This is an optimization exercise on Yosys and OpenROAD, whose aim is small area, not a production implementation.
RTL that was checked went through simulation tests only; none was proved equivalent to the original.
The RTL of run 3 was laid out without a check of its function.
Power and IR drop assume default switching activity.

==> design/flow/design.v <==
module bank_htu #(
  parameter int NUM_WAYS = 2
) (
  input  logic        clk_i,
  input  logic        rst_i,
  input  logic        wb_cyc_i,
  input  logic        wb_stb_i,
  input  logic        wb_we_i,
  input  logic [31:0] wb_adr_i,
  input  logic [31:0] wb_dat_i,
  output logic [31:0] wb_dat_o,
  output logic        wb_ack_o
);
  localparam int NL = 32;
  logic        ack_q;
  logic [7:0]  res_q;      
  logic [21:0] tag_q   [NL];
  logic [2:0]  code_q  [NL];
  logic [NL-1:0] valid_q;
  logic [15:0] rr_q;
  logic [21:0] tag_in;
  logic [3:0]  set_idx;
  logic        half;
  logic [1:0]  op;
  logic        cmd_req;
  logic        cmd;
  assign tag_in  = wb_adr_i[31:10];
  assign set_idx = wb_adr_i[9:6];
  assign half    = wb_adr_i[5];
  assign op      = wb_dat_i[1:0];
  assign cmd_req = wb_cyc_i & wb_stb_i & ~ack_q;
  assign cmd     = cmd_req & wb_we_i;
  logic [15:0] set_oh;
  always_comb begin
    for (int s = 0; s < 16; s++) set_oh[s] = (set_idx == 4'(s));
  end
  logic [21:0] tag0, tag1;
  logic [2:0]  code0, code1;
  logic        v0, v1, rr;
  always_comb begin
    tag0  = '0; tag1  = '0;
    code0 = '0; code1 = '0;
    v0    = 1'b0; v1  = 1'b0;
    rr    = 1'b0;
    for (int s = 0; s < 16; s++) begin
      tag0  = tag0  | ({22{set_oh[s]}} & tag_q[2*s]);
      tag1  = tag1  | ({22{set_oh[s]}} & tag_q[2*s+1]);
      code0 = code0 | ({3{set_oh[s]}}  & code_q[2*s]);
      code1 = code1 | ({3{set_oh[s]}}  & code_q[2*s+1]);
      v0    = v0    | (set_oh[s] & valid_q[2*s]);
      v1    = v1    | (set_oh[s] & valid_q[2*s+1]);
      rr    = rr    | (set_oh[s] & rr_q[s]);
    end
  end
  logic hit0, hit1, hit, alloc, victim, way, touch;
  logic [2:0] code_sel;
  logic       v_sel;
  logic       hv0, hv1, d0, d1;        
  logic       nv0, nv1, nd0, nd1;      
  logic       nvalid;
  logic [2:0] ncode;
  logic       vdirty;
  assign hit0   = v0 & (tag0 == tag_in);
  assign hit1   = v1 & (tag1 == tag_in);
  assign hit    = hit0 | hit1;
  assign alloc  = ~op[1] & ~hit;
  assign victim = v0 & (~v1 | rr);
  assign way    = hit ? hit1 : (alloc & victim);
  assign touch  = hit | alloc;
  assign code_sel = way ? code1 : code0;
  assign v_sel    = way ? v1 : v0;
  assign hv0 = code_sel[2] | ~code_sel[1];
  assign hv1 = code_sel[2] |  code_sel[1];
  assign d0  = code_sel[2] ? code_sel[1] : (~code_sel[1] & code_sel[0]);
  assign d1  = code_sel[2] ? code_sel[0] : ( code_sel[1] & code_sel[0]);
  assign vdirty = alloc & v_sel & (d0 | d1);
  always_comb begin
    nv0 = hv0; nd0 = d0;
    nv1 = hv1; nd1 = d1;
    nvalid = 1'b1;
    if (alloc) begin
      nv0 = ~half; nd0 = ~half & op[0];
      nv1 =  half; nd1 =  half & op[0];
    end
    else begin
      case (op)
        2'd0: begin  
          if (half) nv1 = 1'b1; else nv0 = 1'b1;
        end
        2'd1: begin  
          if (half) begin nv1 = 1'b1; nd1 = 1'b1; end
          else      begin nv0 = 1'b1; nd0 = 1'b1; end
        end
        2'd2: begin  
          nd0 = 1'b0; nd1 = 1'b0;
        end
        default: begin  
          nv0 = 1'b0; nd0 = 1'b0;
          nv1 = 1'b0; nd1 = 1'b0;
          nvalid = 1'b0;
        end
      endcase
    end
  end
  assign ncode[2] = nv0 & nv1;
  assign ncode[1] = (nv0 & nv1) ? nd0 : nv1;
  assign ncode[0] = nv0 ? (nv1 ? nd1 : nd0) : nd1;
  logic [7:0] res_d;
  assign res_d[0] = hit;
  assign res_d[1] = way;
  assign res_d[2] = alloc;
  assign res_d[3] = vdirty;
  assign res_d[5:4] = touch ? {nd0, nv0 & ~nd0} : 2'b00;
  assign res_d[7:6] = touch ? {nd1, nv1 & ~nd1} : 2'b00;
  logic [NL-1:0] we;
  logic [1:0]    wsel;
  assign wsel = {touch & way, touch & ~way};
  always_comb begin
    for (int l = 0; l < NL; l++) we[l] = cmd & set_oh[l/2] & wsel[l%2];
  end
  for (genvar l = 0; l < NL; l++) begin : g_line
    always_ff @(posedge clk_i) begin
      tag_q[l]  <= (tag_q[l]  & {22{~we[l]}}) | (tag_in & {22{we[l]}});
      code_q[l] <= (code_q[l] & {3{~we[l]}})  | (ncode  & {3{we[l]}});
    end
    always_ff @(posedge clk_i or posedge rst_i) begin
      if (rst_i) valid_q[l] <= 1'b0;
      else       valid_q[l] <= (valid_q[l] & ~we[l]) | (nvalid & we[l]);
    end
  end
  logic rr_adv;
  assign rr_adv = cmd & alloc & v0 & v1;
  always_ff @(posedge clk_i or posedge rst_i) begin
    if (rst_i) rr_q <= '0;
    else       rr_q <= rr_q ^ (set_oh & {16{rr_adv}});
  end
  always_ff @(posedge clk_i or posedge rst_i) begin
    if (rst_i) begin
      ack_q <= 1'b0;
      res_q <= '0;
    end
    else begin
      ack_q <= cmd_req;
      res_q <= (res_q & {8{~cmd}}) | (res_d & {8{cmd}});
    end
  end
  assign wb_ack_o = ack_q;
  assign wb_dat_o = {23'd0, res_q[7:4], res_q[3], res_q[2], 1'b0, res_q[1], res_q[0]};
endmodule
==> design/flow/run.sh <==
#!/bin/bash
# synth_recipe.tcl (not shown) runs the flow's synth.tcl, then flattens the netlist and writes it again
# the make line also repeats each setting of config.mk as NAME=value (left out here)
make -C /OpenROAD-flow-scripts/flow DESIGN_CONFIG=/design/flow/config.mk WORK_HOME=/design/flow/orfs CLKGATE_MAP_FILE= SYNTH_SCRIPT=/design/flow/synth_recipe.tcl finish
==> design/flow/config.mk <==
export PLATFORM = sky130hd
export DESIGN_NAME = bank_htu
export DESIGN_NICKNAME = bank_htu
export VERILOG_FILES = /design/flow/design.v
export SDC_FILE = /design/flow/constraint.sdc
export NUM_CORES = 4
export LEC_CHECK = 0
export ABC_AREA = 1
export CAP_MARGIN = 20
export CORE_MARGIN = 2
export CORE_UTILIZATION = 40
export SLEW_MARGIN = 20
==> design/flow/constraint.sdc <==
create_clock -name core_clock -period 5.0 [get_ports {clk_i}]
set_input_delay 1.0000 -clock core_clock [delete_from_list [all_inputs] [get_ports {clk_i}]]
set_output_delay 1.0000 -clock core_clock [all_outputs]
set_load 0.01 [all_outputs]
==> results.toml, run 1 <==
[final_layout]
multi_input_area_sq_um = 8450
final_nets = 3440
drive_gt1_share_pct = 15.7
final_common_cell = "nand2_1"
final_cell_mix = "1254 x nand2_1, 800 x edfxtp_1, 274 x nor2_1"
synthToLayoutAreaGrowth_pct = 23.6
n_antenna_cell = 0
final_util_pct = 50.0
final_cells = 4579
fillers = 7508
regArea_sq_um = 25400

[clock_tree]
clockRootBuffer = "clkbuf_16"
cts_buffer_depth = 3
cts_buffers = 89
htree_levels = 3
insertion_delay_ns = 0.66
cts.sinks = 857
tritoncts = "done"
clk_pin_slew_ns = 0.06

[synth]
synth_cell_type_count = 38
synth_edf_count = 800
syn_avg_cell_area_sq_um = 11.6
synthTopCellsByArea = "edfxtp_1 70%, nand2_1 14%, dfrtp_1 4.1%, nor2_1 3.1%, nand3_1 2.5%"
async_flop_share_pct = 6.65
synth_top_cell_area_share_pct = 69.5
netlist_area_sq_um = 34500
synth-warning-count = 3
yosysTopAreaCell = "edfxtp_1"
ys_seq_elements = 857
syn_inst = 2986
synth-seq-area-share_pct = 73.7
ys.flop_type = "edfxtp_1"

[power]
pwr-share-comb_pct = 6.3
p_per_area_nw_per_um2 = 357
pwr-share-seq_pct = 51.8
power.leakage_nw = 16.9
swShare_pct = 22.1
irDropWorstVdd_v = 0.000236
p_clk_share_pct = 41.9
intPower_w = 0.0119
power_switching_w = 0.00337

[critical_path]
critPathMaxFanout = 10
ff2ff_setup_slack_ns = 1.68
critPathLaunchType = "primary input"
reg2regPathDepth = 18
end_kind = "flop"
cp_data_required_time_ns = 5.35
critPathArrivalTime_ns = 5.10
critPathKind = "primary input to flop"

[global_route]
grt_max_degree = 46
grt_usage_pct = 23.0
grt_pass1_wl_mm = 149
antenna_found_initial = 0
grt_pass1_vias = 22100
overflow = 0

[route]
drt-initial-drc-count = 2566
wl_per_cell_um = 22.4
dr.pass1.iters = 7
antenna_left = 0
wl_mm = 103
viasPerCell = 5.12
drc = 0
vias = 23400

[floorplanning]
initial_core_util_pct = 40.4
pin_count = 102
core_sq_um = 85400
dieArea_sq_um = 88700
row_count = 107
die_w_um = 298
fp.dieH_um = 298

[sta]
slew_viol_final = 0
rsz0062_at_grt = "no"
setup-violations-final = 0
tightest_slew_ns = 0.978
max_freq_mhz = 211
fin_crit_sh_pct = 95.0
timing.final.ws_setup_ns = 0.251
hold_ws_ns = 0.443
fin_crit_ns = 4.75
hold_violations = 0
finalClockSkew_ns = 0.0226
slew_headroom_pct = 34.8
tns_ns = 0

[hold_path]
hp-start = "ack_q$_DFF_PP0_"
hold_depth = 1
whs_endpoint = "ack_q$_DFF_PP0_"
min_path_type = "flop to flop"

[run]
cap_violations = 0

[place]
portBuffers = 42
pre_cts_ws_ns = -0.423
gp_congestion = 0.839
placedCellCount = 4415
place_hpwl_mm = 65.9

[status]
status = "timing/DRC/antenna clean"
==> final cells by class <==
cell class	count	area share, %
Multi-Input combinational cell	1946	19.8
Tap cell	1144	3.35
Inverter	78	0.691
Timing Repair Buffer	399	10.1
Sequential cell	857	59.6
Clock buffer	118	5.64
Clock inverter	37	0.820
==> repair_timing <==
item	in CTS	in global routing
hold buffers	0	0
resized for setup	0	1
setup endpoints to repair	0	405
buffers inserted	0	9
==> cell families (layout without fill, tap and decap cells) <==
| logic type | after synthesis | count (layout) | share of synthesized area (%) |
|---|---|---|---|
| compound gates | 110 | 110 | 1.96 |
| simple gates | 1796 | 1796 | 21.2 |
| other cells | 1 | 24 | 0.0109 |
| flops | 857 | 857 | 73.7 |
| buf+inv | 206 | 632 | 2.77 |
| xor+xnor | 16 | 16 | 0.406 |
==> worst max-delay path, cell delays in order <==
cell,delay (ns)
clkdlybuf4s50_1,0.61
buf_4,0.19
nand2_2,0.17
nor2_4,0.42
buf_4,0.31
buf_4,0.17
nand2_1,0.05
nand4_1,0.09
nor2_1,0.05
nand2_1,0.20
nand2_1,0.09
nor2_1,0.11
nand2_1,0.07
nor2_1,0.09
nand3_1,0.26
nand4_2,0.18
nand2_2,0.13
inv_4,0.11
nand2_4,0.08
buf_12,0.17
nor3_4,0.32
buf_12,0.21
==> stage by stage <==
| step | instance area (sq um) | total power, W |
|---|---|---|
| finish | 42700 | 0.0152 |
| global route | 42700 | 0.0157 |
| CTS | 42600 | 0.0153 |
| floorplan | 34600 | 0.00846 |
| detailed placement | 39900 | 0.00900 |
| global placement | 39900 | 0.00899 |
==> cell usage after synthesis (6+ instances only) <==
cell type	number
a21oi_1	16
a221oi_1	9
a22o_1	9
buf_2	62
buf_4	26
clkbuf_1	36
dfrtp_1	57
edfxtp_1	800
inv_1	74
nand2_1	1255
nand3_1	171
nand4_1	27
nor2_1	284
nor2_2	8
nor3_1	16
nor3_2	7
nor3_4	10
o21a_1	17
o21ai_0	43
o21ai_1	6
o22ai_1	8
xor2_1	14
==> routing by layer <==
| metal | global-route usage [%] | part of all wire [%] | vias to the layer above |
|---|---|---|---|
| met3 | 3.18 | 7.5 | 128 |
| met1 | 32.9 | 43 | 11500 |
| met4 | 7.09 | 2.5 | 0 |
| li1 | - | - | 10900 |
| met5 | 0 | 0 | - |
| met2 | 36.7 | 46 | 949 |
==> power groups by stage <==
stage          logic [W]  clock network (W)  registers, W
6_report        0.000960            0.00638       0.00790
5_1_grt          0.00104            0.00672       0.00790
2_1_floorplan   0.000410                  0       0.00805
4_1_cts         0.000956            0.00644       0.00790
3_3_place_gp    0.000938                  0       0.00805
3_5_place_dp    0.000951                  0       0.00805
==> worst max-delay path by stage <==
stage / startpoint / end / slack, ns / cells after the start
global placement: wb_adr_i[9] / flop / -0.38 / 26
finish: wb_adr_i[6] / flop / 0.25 / 22
detailed placement: wb_adr_i[6] / flop / -0.42 / 26
global route: wb_adr_i[7] / flop / 0.01 / 31
floorplan: wb_adr_i[9] / flop / -0.17 / 18
CTS: wb_adr_i[6] / flop / 0.22 / 26
==> inputs of run 2 (changes only) <==
--- a/design/flow/design.v
+++ b/design/flow/design.v
@@ -119,9 +119,11 @@
     for (int l = 0; l < NL; l++) we[l] = cmd & set_oh[l/2] & wsel[l%2];
   end
   for (genvar l = 0; l < NL; l++) begin : g_line
+    logic keep;
+    assign keep = valid_q[l] & ~we[l];
     always_ff @(posedge clk_i) begin
-      tag_q[l]  <= (tag_q[l]  & {22{~we[l]}}) | (tag_in & {22{we[l]}});
-      code_q[l] <= (code_q[l] & {3{~we[l]}})  | (ncode  & {3{we[l]}});
+      tag_q[l]  <= (tag_q[l]  & {22{keep}}) | (tag_in & {22{we[l]}});
+      code_q[l] <= (code_q[l] & {3{keep}})  | (ncode  & {3{we[l]}});
     end
     always_ff @(posedge clk_i or posedge rst_i) begin
       if (rst_i) valid_q[l] <= 1'b0;
==> run 2 against run 1 <==
Against the previous run:
- combinational power rose by 12%
- setup slack improved by 0.044 ns
- clock skew rose by 0.0095 ns
- die area barely moved
- final cell count rose by 38%
- core utilization rose by 0.32 points
- highest routed layer is now met5
- sequential cell count did not move
==> results.toml, run 2 <==
[final_layout]
final_util_pct = 50.3
final_cell_mix = "1865 x nand2_1, 800 x dfxtp_1, 675 x o21ai_0"
stdcell_area_sq_um = 43000
regMostFlops = "tag_q"
final_common_cell = "nand2_1"
largest_reg_flops = 704
synthToLayoutAreaGrowth_pct = 24.5
final_nets = 5172
n_antenna_cell = 0
drive_gt1_share_pct = 13.1
top_regs = "tag_q x704, code_q x96, rr_q x16"

[global_route]
grt_use_met1_pct = 41.7
grt_pass1_vias = 32000
antenna_found_initial = 3
top_usage_layer = "met2"
use_met3_pct = 5.00
grt_max_degree = 37
use_met2_pct = 49.4
overflow = 0
grt_usage_pct = 31.3
grt_pass1_wl_mm = 208

[sta]
fin_crit_sh_pct = 94.1
max_freq_mhz = 213
hold_violations = 0
fin_crit_ns = 4.71
rsz0062_at_grt = "no"
hold_ws_ns = 0.453
finalClockSkew_ns = 0.0321
slew_headroom_pct = 45.2
slew_viol_final = 0
setup-violations-final = 0
tns_ns = 0
tightest_slew_ns = 0.821

[floorplanning]
pin_count = 102
fp.dieH_um = 298
initial_core_util_pct = 40.4
dieArea_sq_um = 88700
core_sq_um = 85400
row_count = 107
die_w_um = 298

[clock_tree]
cts_buffer_depth = 3
htree_levels = 3
cts_buffers = 93
cts.sinks = 857
insertion_delay_ns = 0.69
clockRootBuffer = "clkbuf_16"
tritoncts = "done"
hold_buffers = 0
clk_pin_slew_ns = 0.06

[hold_path]
min_path_type = "flop to flop"
hold_depth = 2

[critical_path]
worst-path-buf-inv = 8
path_delay_family = "simple AND/OR/NAND/NOR gates"
ff2ff_setup_slack_ns = 1.51
r2r-end = "tag_q[21][18]$_DFF_P_"
critPathMaxFanout = 21
crit_cells = 25
critPathArrivalTime_ns = 5.23
reg2regPathDepth = 19
crit_start = "wb_adr_i[8]"
critPathMaxStageDelay_ns = 0.50
cp_data_required_time_ns = 5.53
crit_top_cell = "nand2_1"
critPathSlowestCell = "clkdlybuf4s50_1"
critPathLaunchType = "primary input"
worstSetupEndpoint = "tag_q[21][18]$_DFF_P_"
critPathKind = "primary input to flop"
end_kind = "flop"

[synth]
yosysTopAreaCell = "dfxtp_1"
synthTopCellsByArea = "dfxtp_1 46%, nand2_1 20%, o21ai_0 9.8%, dfrtp_1 4.1%, nand3_1 3.1%"
yosys-top-cells-count = "1866 x nand2_1, 800 x dfxtp_1, 675 x o21ai_0"
syn_inst = 4816
netlist_area_sq_um = 34500
synth_top_cell_area_share_pct = 46.4
synth-warning-count = 3
syn_avg_cell_area_sq_um = 7.17
ys_seq_elements = 857
ys.flop_type = "dfxtp_1"
synth-seq-area-share_pct = 50.5
async_flop_share_pct = 6.65
synth.most_common_cell = "nand2_1"
synth_edf_count = 0
synth_cell_type_count = 41

[route]
viasPerCell = 5.45
dr.pass1.iters = 6
wl_mm = 141
wl_per_cell_um = 22.4
drt-initial-drc-count = 4232
drc = 0
antenna_left = 0
vias = 34500

[power]
irDropWorstVdd_v = 0.000260
totalPowerFinal_w = 0.0150
p_per_area_nw_per_um2 = 348
power.leakage_nw = 18.5

[status]
status = "timing/DRC/antenna clean"

[place]
post_dp_cell_area_sq_um = 39800
place_hpwl_mm = 93.3
gp_congestion = 0.954
portBuffers = 42

[run]
cap_violations = 0
-- run 2: changes by cell type in the layout (fill, tap and decap cells not counted), sizes merged, moves of 119 or more --
cell	previous run	this run
dfxtp	0	800
edfxtp	800	0
o21ai	49	791
nand2	1259	1886
inv	84	244
o22ai	8	127
-- run 2: cell families (layout without fill, tap and decap cells) --
logic type             count (synthesis)  count (layout)  share of synthesized area (%)
flip-flops                           857             857                           50.5
XOR/XNOR                              16              16                          0.406
buffers and inverters                571             910                           6.92
AND/OR/NAND/NOR                     2418            2418                           27.6
other                                  1              24                         0.0109
AO/OA/AOI/OAI                        953             953                           14.6
-- run 2: report_power, final --
| group | internal (W) | total (W) | switching (W) |
|---|---|---|---|
| Combinational | 0.000356 | 0.00108 | 0.000725 |
| Sequential | 0.00686 | 0.00688 | 0.0000143 |
| Clock | 0.00408 | 0.00701 | 0.00293 |
| Total | 0.0113 | 0.0150 | 0.00367 |
-- run 2: per-stage QoR --
| stage | setup slack [ns] | std cells |
|---|---|---|
| 2_1_floorplan | 1.24 | 4839 |
| 5_1_grt | 0.0466 | 6322 |
| 3_3_place_gp | -0.464 | 6144 |
| 3_5_place_dp | -0.472 | 6145 |
| 6_report | 0.295 | 6322 |
| 4_1_cts | 0.215 | 6315 |
-- run 2: layout make-up --
class | instances | area, sq um
clock buffer | 145 | 2860
clock inverter | 25 | 235
fill | 8593 | 42400
inverter | 243 | 915
multi-input combinational | 3411 | 14900
sequential | 857 | 17400
tap | 1144 | 1430
timing repair buffer | 497 | 5180
-- run 2: layer usage --
| layer | part of all wire [%] | up-vias | wire length (um) |
|---|---|---|---|
| met5 | 0.0085 | - | 12 |
| met4 | 5.1 | 2 | 7160 |
| met3 | 9.6 | 392 | 13600 |
| met2 | 44 | 1829 | 62800 |
| met1 | 41 | 16200 | 57900 |
| li1 | - | 16000 | - |
-- run 2: how the worst min path moves through the flow --
stage / slack (ns) / to / from
finish: 0.45 / code_q[30][0]$_DFF_P_ / code_q[30][0]$_DFF_P_
global route: 0.47 / code_q[17][1]$_DFF_P_ / code_q[17][1]$_DFF_P_
CTS: 0.45 / code_q[3][1]$_DFF_P_ / code_q[3][1]$_DFF_P_
global placement: 0.44 / code_q[3][0]$_DFF_P_ / code_q[3][0]$_DFF_P_
floorplan: 0.43 / code_q[20][0]$_DFF_P_ / code_q[20][0]$_DFF_P_
detailed placement: 0.44 / code_q[3][1]$_DFF_P_ / code_q[3][1]$_DFF_P_
-- run 2: timing repair --
item	CTS	global route
gates resized for setup	0	4
buffers inserted	0	7
setup endpoints to repair	0	201
endpoints found under the hold margin	0	0
-- run 2: tightest hold or removal path, cell delays in order (launching register included) --
cell,delay (ns)
dfxtp_1,0.31
nand2_1,0.06
nand2_1,0.05
==> inputs of run 3 (changes only) <==
--- a/design/flow/design.v
+++ b/design/flow/design.v
@@ -125,9 +125,13 @@
       tag_q[l]  <= (tag_q[l]  & {22{keep}}) | (tag_in & {22{we[l]}});
       code_q[l] <= (code_q[l] & {3{keep}})  | (ncode  & {3{we[l]}});
     end
-    always_ff @(posedge clk_i or posedge rst_i) begin
-      if (rst_i) valid_q[l] <= 1'b0;
-      else       valid_q[l] <= (valid_q[l] & ~we[l]) | (nvalid & we[l]);
+  end
+  always_ff @(posedge clk_i or posedge rst_i) begin
+    if (rst_i) valid_q <= '0;
+    else begin
+      for (int l = 0; l < NL; l++) begin
+        if (we[l]) valid_q[l] <= nvalid;
+      end
     end
   end
   logic rr_adv;
@@ -143,7 +147,7 @@
     end
     else begin
       ack_q <= cmd_req;
-      res_q <= (res_q & {8{~cmd}}) | (res_d & {8{cmd}});
+      if (cmd) res_q <= res_d;
     end
   end
   assign wb_ack_o = ack_q;
==> design/flow/flow/run.sh (new file) <==
#!/bin/bash
# Own flow: ORFS synthesis as synth_recipe.tcl runs it, but with an area-oriented
# abc script for the combinational logic (registers are mapped before abc, so
# they keep the standard synthesis's names and cells); then the standard
# layout from floorplan to finish.
set -euo pipefail
W=$PWD
export MY_ABC_SCRIPT=$W/flow/area.abc
make -C "$FLOW_HOME" DESIGN_CONFIG=$W/config.mk WORK_HOME=$W/orfs CLKGATE_MAP_FILE= \
  SYNTH_SCRIPT=$W/flow/synth.tcl synth > $W/synth.log 2>&1
bash standard.sh finish > $W/layout.log 2>&1
==> design/flow/flow/area.abc (new file) <==
strash; &get -n; &dch; &nf -a; &put
==> design/flow/flow/synth.tcl (new file) <==
# Same as synth_recipe.tcl, except that the final abc call runs flow/area.abc.
proc synth {args} { yosys synth -nofsm -noshare {*}$args }
proc abc {args} {
  set i [lsearch -exact $args -script]
  if {$i >= 0} { lset args [expr {$i + 1}] $::env(MY_ABC_SCRIPT) }
  yosys abc {*}$args
}
source $::env(SCRIPTS_DIR)/synth.tcl
# left out here: clear keep_hierarchy, flatten, clean up, hide names made inside functions, write 1_2_yosys.v
==> design/flow/standard.sh (new file) <==
#!/bin/bash
# synth_recipe.tcl (not shown) runs the flow's synth.tcl, then flattens the netlist and writes it again
# the make line also repeats each setting of config.mk as NAME=value (left out here)
make -C /OpenROAD-flow-scripts/flow DESIGN_CONFIG=/design/flow/config.mk WORK_HOME=/design/flow/orfs CLKGATE_MAP_FILE= SYNTH_SCRIPT=/design/flow/synth_recipe.tcl "${@:-finish}"
--- a/design/flow/config.mk
+++ b/design/flow/config.mk
@@ -5,7 +5,6 @@
 export SDC_FILE = /design/flow/constraint.sdc
 export NUM_CORES = 4
 export LEC_CHECK = 0
-export ABC_AREA = 1
 export CAP_MARGIN = 20
 export CORE_MARGIN = 2
 export CORE_UTILIZATION = 40
removed: design/flow/run.sh
==> run 3 against run 2 <==
Against the previous run:
- the layout now fails its checks (negative setup slack)
- design area is 2.5% higher
- critical path type unchanged
- sequential share of layout area is 1.0 points lower
- sequential cell count stayed put
- die area is 9.9% lower
- clock skew is 0.0023 ns lower
- combinational power is 19% higher
- synthesized area is 10% lower
==> results.toml, run 3 <==
[status]
status = "finished with violations"
failed_checks = "negative setup slack"

[critical_path]
cp_data_required_time_ns = 5.52
ff2ff_setup_slack_ns = 0.38
r2r-end = "code_q[21][0]$_DFF_P_"
timing.rr.start = "valid_q[0]$_DFFE_PP0P_"
critPathMaxStageDelay_ns = 0.36
critPathKind = "primary input to flop"
critPathMaxFanout = 12
end_kind = "flop"
critPathSlowestCell = "mux2_4"
critPathLaunchType = "primary input"
reg2regPathDepth = 17
crit_top_cell = "buf_4"
critPathArrivalTime_ns = 5.85

[route]
viasPerCell = 6.39
wl_mm = 133
vias = 30200
antenna_left = 0
wl_per_cell_um = 28.2
drc = 0
dr.pass1.iters = 6
drt-initial-drc-count = 4182

[final_layout]
top_regs = "tag_q x704, code_q x96, valid_q x32"
final_nets = 3685
fillers = 6398
multi_input_area_sq_um = 14800
regMostFlops = "tag_q"
final_cell_mix = "800 x dfxtp_1, 588 x a22o_1, 371 x buf_4"
largest_reg_flops = 704
n_antenna_cell = 0
regArea_sq_um = 17400
drive_gt1_share_pct = 26.6
final_common_cell = "dfxtp_1"
synthToLayoutAreaGrowth_pct = 41.7

[power]
power.leakage_nw = 17.6
totalPowerFinal_w = 0.0152
p_per_area_nw_per_um2 = 345
irDropWorstVdd_v = 0.000289

[synth]
synth-seq-area-share_pct = 56.1
synth-warning-count = 3
synth_top_cell_area_share_pct = 51.5
yosysTopAreaCell = "dfxtp_1"
synth_edf_count = 0
yosys-top-cells-count = "800 x dfxtp_1, 588 x a22o_1, 409 x nand2_1"
synth_cell_type_count = 51
ys_seq_elements = 857
ys.flop_type = "dfxtp_1"
netlist_area_sq_um = 31100
syn_avg_cell_area_sq_um = 10.7
synthTopCellsByArea = "dfxtp_1 52%, a22o_1 17%, a22oi_1 5.3%, nand2_1 4.9%, dfrtp_1 4.6%"
syn_inst = 2894
async_flop_share_pct = 6.65
synth.most_common_cell = "dfxtp_1"

[global_route]
use_met3_pct = 6.22
antenna_found_initial = 1
use_met2_pct = 47.9
grt_use_met1_pct = 43.9
top_usage_layer = "met2"
grt_max_degree = 35
grt_usage_pct = 31.7
overflow = 0
grt_pass1_vias = 29100
grt_pass1_wl_mm = 191

[clock_tree]
insertion_delay_ns = 0.65
clk_pin_slew_ns = 0.06
cts_buffer_depth = 3
htree_levels = 3
tritoncts = "done"
cts.sinks = 857
hold_buffers = 0
clockRootBuffer = "clkbuf_16"
cts_buffers = 88

[sta]
fin_crit_sh_pct = 106
tightest_slew_ns = 0.878
setup-violations-final = 441
finalClockSkew_ns = 0.0298
slew_viol_final = 0
timing.final.ws_setup_ns = -0.321
tns_ns = -51.68
slew_headroom_pct = 41.3
max_freq_mhz = 188
fin_crit_ns = 5.32
hold_violations = 0
rsz0062_at_grt = "yes"

[place]
gp_congestion = 0.966
portBuffers = 42
place_hpwl_mm = 84.3

[hold_path]
hold_depth = 2
hp-start = "tag_q[0][21]$_DFF_P_"
min_path_type = "flop to flop"
whs_endpoint = "tag_q[0][21]$_DFF_P_"

[floorplanning]
dieArea_sq_um = 80000
pin_count = 102
die_w_um = 283
fp.dieH_um = 283
row_count = 102
core_sq_um = 77200
initial_core_util_pct = 40.3

[run]
cap_violations = 0
-- run 3: changes by cell type in the layout (fill, tap and decap cells not counted), sizes merged, moves of 127 or more --
cell,before,now
nand2,1886,409
o21ai,791,208
a22o,12,588
inv,244,6
nor2,287,60
a22oi,0,219
nand3,217,20
o22ai,127,0
-- run 3: what timing repair did --
item,4_1_cts,5_1_grt
gates resized for setup,242,211
buffers inserted,84,42
cloned,31,15
pin swaps,56,83
setup endpoints to repair,853,837
-- run 3: cells by family (layout without fill, tap and decap cells) --
family	count (synthesis)	after routing	share of synthesized area (%)
multiplexers	6	6	0.209
AO/OA/AOI/OAI	1211	1211	30.6
AND/OR/NAND/NOR	714	716	10.9
other	1	24	0.0121
XOR/XNOR	39	39	1.10
flip-flops	857	857	56.1
buffers and inverters	66	831	1.09
-- run 3: layout make-up --
class | instances | share of cell area (%)
well taps | 1040 | 2.95
repair buffers | 631 | 16.4
flip-flops and latches | 857 | 39.6
clock buffers | 130 | 6.06
inverters | 42 | 0.446
clock inverters | 28 | 0.940
multi-input cells | 1996 | 33.6
-- run 3: how the worst max path moves through the flow --
| stage | startpoint | end | slack (ns) | cells after the start |
|---|---|---|---|---|
| after detailed placement | wb_adr_i[9] | code_q[21][0]$_DFF_P_ | -1.68 | 21 |
| final | wb_adr_i[9] | code_q[21][0]$_DFF_P_ | -0.32 | 25 |
| after global routing | wb_adr_i[7] | code_q[4][0]$_DFF_P_ | -0.45 | 26 |
| after CTS | wb_adr_i[7] | code_q[19][0]$_DFF_P_ | -0.26 | 27 |
| after global placement | wb_adr_i[8] | code_q[17][0]$_DFF_P_ | -1.73 | 20 |
| after floorplan | wb_adr_i[8] | code_q[0][0]$_DFF_P_ | -1.48 | 14 |
-- run 3: critical path: cells and delay by family --
family | cells | cell delay, ns
and+or+nand+nor | 9 | 1.72
AOI/OAI and AO/OA | 5 | 1.08
buffers and inverters | 9 | 1.48
muxes | 2 | 0.50
-- run 3: layer usage --
layer | vias up | share of wire, %
met5 | - | 0.017
met3 | 322 | 9.8
li1 | 12900 | -
met2 | 1887 | 44
met4 | 2 | 4.5
met1 | 15100 | 42
-- run 3: through the flow --
stage | utilization [%] | area (sq um) | setup WS [ns] | hold WS, ns | std cells
final | 57.1 | 44100 | -0.321 | 0.446 | 4724
after global routing | 57.1 | 44100 | -0.452 | 0.466 | 4724
after CTS | 55.5 | 42900 | -0.257 | 0.448 | 4685
after detailed placement | 48.5 | 37500 | -1.68 | 0.440 | 4416
after global placement | 48.5 | 37500 | -1.73 | 0.434 | 4416
after floorplan | - | 31500 | -1.48 | 0.424 | 2917
-- run 3: report_power, final --
part	internal [W]	total, W	leakage (nW)	switching (W)
Combinational	0.000532	0.00128	8.83	0.000752
Sequential	0.00686	0.00688	7.22	0.0000224
Clock	0.00421	0.00704	1.52	0.00284

-- separate check: timing with driven ports --
How much do the figures lean on ideal ports? The routed layouts below were timed once more, with nothing changed but the port constraints.
Step 1 assumes that a clkbuf_16 drives the clock port and a buf_2 every other input.
Step 2, shift: input delay + t, output delay - t, t = (earliest + latest rising clock arrival at the registers) / 2. This alone moves slack from input paths to output paths.
Slacks: ideal ports / drivers / drivers and shift; pairs: ideal ports / drivers.
run	t, ns	slack for setup (ns)	hold WS [ns]	latest minus earliest clock arrival (ns)	cell pins on the clock port's net
run 1	0.710	0.251 / 0.284 / -0.427	0.443 / 0.443 / 0.443	0.023 / 0.023	1
run 2	0.741	0.295 / 0.342 / -0.399	0.453 / 0.453 / 0.453	0.032 / 0.032	1
run 3	0.704	-0.321 / -0.288 / -0.992	0.446 / 0.446 / 0.446	0.030 / 0.030	1
With both steps, setup timing fails in run 1 and run 2, where it was met with ideal ports. The setup slack of run 2, which loses most, moves by +0.047 ns with the drivers and by -0.694 ns with both steps.
